Source: an optimization exercise on an open RTL-to-GDS flow (aim: small area). Production flows keep margins and buffers that such runs may drop. Only simulation tests tie the RTL to the original design; equivalence was not proved.

// bsr_scheduler
module bsr_scheduler
#(
    parameter int BLOCK_DIM = 8   
) (
    input  wire logic        clk_gated,
    input  wire logic        rst_n,
    input  wire logic        start,
    input  wire logic [15:0] cfg_num_block_rows,
    output logic             meta_rd_en,
    output logic [9:0]       meta_req,
    input  wire logic [31:0] meta_rd_data,
    input  wire logic        meta_rd_valid,
    output logic             block_rd_en,
    output logic [31:0]      block_rd_addr,
    input  wire logic [7:0]  block_rd_data,
    output logic             systolic_valid,
    output logic [8*BLOCK_DIM*BLOCK_DIM-1:0] systolic_block,
    output logic [31:0]      systolic_pos,
    input  wire logic        systolic_ready,
    input  wire logic        systolic_done,
    output logic             busy,
    output logic             done,
    output logic [31:0]      blocks_processed
);
    localparam int NB = 8 * BLOCK_DIM * BLOCK_DIM;
    localparam logic [383:0] SLOT = 384'h830e3cfbf7ef5eb56ad5a366cd9b36eddbb76ed58b952264cb970e1e3468d3af5e3e74e950a162c583060e1408102040;
    localparam logic [2:0] S_IDLE = 3'b000,   
                           S_DONE = 3'b001,   
                           S_B    = 3'b100,   
                           S_W    = 3'b101,   
                           S_P0   = 3'b010,   
                           S_P1   = 3'b011,   
                           S_C    = 3'b110,   
                           S_F    = 3'b111;   
    logic [2:0]    st;
    logic          pend;      
  ...
For scale: ~550 flip-flops, about 690 I/O pins, about 13000 um^2 of cells after synthesis.
==> module bsr_scheduler, before the edit <==
module bsr_scheduler
#(
    parameter int BLOCK_DIM = 8   
) (
    input  wire logic        clk_gated,
    input  wire logic        rst_n,
    input  wire logic        start,
    input  wire logic [15:0] cfg_num_block_rows,
    output logic             meta_rd_en,
    output logic [9:0]       meta_req,
    input  wire logic [31:0] meta_rd_data,
    input  wire logic        meta_rd_valid,
    output logic             block_rd_en,
    output logic [31:0]      block_rd_addr,
    input  wire logic [7:0]  block_rd_data,
    output logic             systolic_valid,
    output logic [8*BLOCK_DIM*BLOCK_DIM-1:0] systolic_block,
    output logic [31:0]      systolic_pos,
    input  wire logic        systolic_ready,
    input  wire logic        systolic_done,
    output logic             busy,
    output logic             done,
    output logic [31:0]      blocks_processed
);
    localparam int NB = 8 * BLOCK_DIM * BLOCK_DIM;
    localparam logic [383:0] SLOT = 384'h830e3cfbf7ef5eb56ad5a366cd9b36eddbb76ed58b952264cb970e1e3468d3af5e3e74e950a162c583060e1408102040;
    localparam logic [2:0] S_IDLE = 3'b000,   
                           S_DONE = 3'b001,   
                           S_B    = 3'b100,   
                           S_W    = 3'b101,   
                           S_P0   = 3'b010,   
                           S_P1   = 3'b011,   
                           S_C    = 3'b110,   
                           S_F    = 3'b111;   
    logic [2:0]    st;
    logic          pend;      
    logic [5:0]    k;         
    logic [7:0]    j;         
    logic [7:0]    row;       
    logic [7:0]    nrows;     
    logic [15:0]   col;       
    logic [NB-9:0] sr;        
    logic       rd_st;
    logic       ack;
    logic [7:0] row_p1;
    logic [7:0] d;
    logic       k_wrap;
    logic       same;
    logic [7:0] diff;      
    logic       last;
    assign rd_st   = st[1];
    assign ack     = pend & meta_rd_valid;
    assign row_p1  = row + 8'd1;
    assign d       = meta_rd_data[7:0];
    assign k_wrap  = (k == 6'd0);   
    assign diff    = j - (d | {8{st == S_W}});
    assign same    = (diff == 8'd0);
    assign last    = (row_p1 == nrows);
    assign busy           = st[2] | st[1];
    assign done           = (st == S_DONE);
    assign meta_rd_en     = rd_st & ~pend;
    assign meta_req[9]    = 1'b0;
    assign meta_req[8]    = (st == S_C);
    assign meta_req[7:0]  = (st == S_C) ? j : row_p1;
    assign block_rd_en    = busy;
    assign block_rd_addr  = {18'd0, j, k};
    assign systolic_valid = (st == S_B) & pend & k_wrap & systolic_ready;
    assign systolic_pos   = {8'd0, row, col};
    for (genvar gi = 0; gi < 63; gi++) begin : g_slot
        assign systolic_block[8*SLOT[6*gi +: 6] +: 8] = sr[8*gi +: 8];
    end
    assign systolic_block[8*SLOT[6*63 +: 6] +: 8] = block_rd_data;
    assign blocks_processed = {24'd0, j};
    always_ff @(posedge clk_gated or negedge rst_n) begin
        if (!rst_n) begin
            st   <= S_IDLE;
            pend <= 1'b0;
            k    <= 6'd0;
        end else begin
            k <= {k[4:0], k[5] ^ (k[4] | ~|k[3:0])};
            if (rd_st) begin
                if (!pend) begin
                    pend <= 1'b1;
                end else if (meta_rd_valid) begin
                    pend <= 1'b0;
                    case (st)
                        S_P0: st <= S_P1;
                        S_P1: begin
                            if (!same)     st <= S_C;
                            else if (last) st <= S_F;
                        end
                        S_C:  st <= S_B;
                        default: st <= S_DONE;   
                    endcase
                end
            end else begin
                case (st)
                    S_B: begin
                        if (k_wrap) begin
                            if (!pend) pend <= 1'b1;
                            else if (systolic_ready) begin
                                pend <= 1'b0;
                                st   <= S_W;
                            end
                        end
                    end
                    S_W: if (systolic_done) st <= S_P1;
                    default: if (start) st <= S_P0;   
                endcase
            end
        end
    end
    always_ff @(posedge clk_gated) begin
        sr <= {block_rd_data, sr[NB-9:8]};
        if (!busy && start) begin
            nrows <= cfg_num_block_rows[7:0];
            row   <= 8'hFF;
        end
        if (ack) begin
            if (st == S_P0 || (st == S_P1 && same)) row <= last ? 8'hFF : row_p1;
            if (st == S_P0) j <= d;
            if (st == S_C) col <= meta_rd_data[15:0];
            if (st == S_F) j <= diff;
        end
        if (st == S_W && systolic_done) j <= diff;
    end
endmodule
export LEC_CHECK = 0
export CAP_MARGIN = 20
export CORE_AREA = 3 3 231 231
export DIE_AREA = 0 0 234 234
export PLACE_DENSITY = 0.6
export SLEW_MARGIN = 20
create_clock -name core_clock -period 4.0 [get_ports {clk_gated}]
standard.sh (not shown) runs the stock make flow with config.mk's settings and CLKGATE_MAP_FILE= SYNTH_SCRIPT=/design/flow/synth_recipe.tcl, a recipe that flattens the netlist after the stock synthesis.
==> flow/flow/run.sh <==
#!/bin/bash
# Standard ORFS layout, with small port buffers (buf_1) instead of the
# default pick, and the clock tree settings below.
set -euo pipefail
cp config.mk my_config.mk
cat >> my_config.mk <<'MK'
export BUFFER_PORTS_ARGS = -buffer_cell sky130_fd_sc_hd__buf_1
MK
if [[ -f flow/extra.mk ]]; then cat flow/extra.mk >> my_config.mk; fi
sed "s#DESIGN_CONFIG=[^ ]*#DESIGN_CONFIG=$PWD/my_config.mk#" standard.sh > my_standard.sh
bash my_standard.sh > standard_flow.log 2>&1
==> flow/flow/extra.mk <==
export CTS_ARGS = -sink_clustering_enable -repair_clock_nets -dont_use_dummy_load -buf_list sky130_fd_sc_hd__clkbuf_8 -sink_clustering_size 20 -sink_clustering_max_diameter 60
export SKIP_REPAIR_TIE_FANOUT = 1
Then changed:
--- a/flow/design.v
+++ b/flow/design.v
@@ -61,5 +61,4 @@
 );
     localparam int NB = 8 * BLOCK_DIM * BLOCK_DIM;
-    localparam logic [383:0] SLOT = 384'h830e3cfbf7ef5eb56ad5a366cd9b36eddbb76ed58b952264cb970e1e3468d3af5e3e74e950a162c583060e1408102040;
     localparam logic [2:0] S_IDLE = 3'b000,   
                            S_DONE = 3'b001,   
@@ -72,4 +71,5 @@
     logic [2:0]    st;
     logic          pend;      
+    logic          offer;     
     logic [5:0]    k;         
     logic [7:0]    j;         
@@ -90,5 +90,5 @@
     assign row_p1  = row + 8'd1;
     assign d       = meta_rd_data[7:0];
-    assign k_wrap  = (k == 6'd0);   
+    assign k_wrap  = (k == 6'd63);   
     assign diff    = j - (d | {8{st == S_W}});
     assign same    = (diff == 8'd0);
@@ -101,19 +101,17 @@
     assign meta_req[7:0]  = (st == S_C) ? j : row_p1;
     assign block_rd_en    = busy;
-    assign block_rd_addr  = {18'd0, j, k};
-    assign systolic_valid = (st == S_B) & pend & k_wrap & systolic_ready;
+    assign block_rd_addr  = {18'd0, j, k | {6{offer}}};
+    assign systolic_valid = offer;
     assign systolic_pos   = {8'd0, row, col};
-    for (genvar gi = 0; gi < 63; gi++) begin : g_slot
-        assign systolic_block[8*SLOT[6*gi +: 6] +: 8] = sr[8*gi +: 8];
-    end
-    assign systolic_block[8*SLOT[6*63 +: 6] +: 8] = block_rd_data;
+    assign systolic_block = {block_rd_data, sr};
     assign blocks_processed = {24'd0, j};
     always_ff @(posedge clk_gated or negedge rst_n) begin
         if (!rst_n) begin
             st   <= S_IDLE;
-            pend <= 1'b0;
-            k    <= 6'd0;
+            pend  <= 1'b0;
+            offer <= 1'b0;
+            k     <= 6'd0;
         end else begin
-            k <= {k[4:0], k[5] ^ (k[4] | ~|k[3:0])};
+            k <= k + 6'd1;
             if (rd_st) begin
                 if (!pend) begin
@@ -134,10 +132,13 @@
                 case (st)
                     S_B: begin
-                        if (k_wrap) begin
+                        if (offer) begin
+                            if (systolic_ready) begin
+                                offer <= 1'b0;
+                                pend  <= 1'b0;
+                                st    <= S_W;
+                            end
+                        end else if (k_wrap) begin
                             if (!pend) pend <= 1'b1;
-                            else if (systolic_ready) begin
-                                pend <= 1'b0;
-                                st   <= S_W;
-                            end
+                            else offer <= 1'b1;
                         end
                     end
@@ -149,5 +150,5 @@
     end
     always_ff @(posedge clk_gated) begin
-        sr <= {block_rd_data, sr[NB-9:8]};
+        if (!offer) sr <= {block_rd_data, sr[NB-9:8]};
         if (!busy && start) begin
             nrows <= cfg_num_block_rows[7:0];
Clock-buffer cell count stays the same.
Core utilization went up by 11 points.
Routed wire length went up by 8.1%.
Clock skew went down by 14 ps.
Die area stays the same.
Non-clock buffer count went up by 6.
Final area went up by about 33%.
Worst hold slack is better by 61 ps.

## re-timing with driven ports
The flow's constraints put no driver on any port. The routed layouts listed below were extracted and timed again, unchanged, in two steps.
Step 1, drivers: a clkbuf_16 drives clk_gated and a buf_2 each remaining input, both assumed.
Step 2 also shifts input and output timing later by t, the mid clock arrival at the registers, as if the neighbouring blocks saw the same clock.
Slacks: no drivers / after step 1 / after step 2; pairs: no drivers / after step 1.
| run | shift t [ns] | setup WS [ns] | hold slack, ns | slew at the worst register clock pin (ns) | pins driven straight from the clock port |
|---|---|---|---|---|---|
| the first run | 0.611 | 0.618 / 0.611 / 0.273 | 0.151 / 0.155 / 0.309 | 0.12 / 0.12 | 1 |
| the second run | 0.612 | 0.307 / 0.307 / 0.109 | 0.213 / 0.216 / 0.397 | 0.12 / 0.12 | 1 |
After both steps setup and hold are still met in every run listed. For the first run, which loses most, drivers alone change the setup slack by -0.007 ns; drivers and shift together by -0.345 ns.
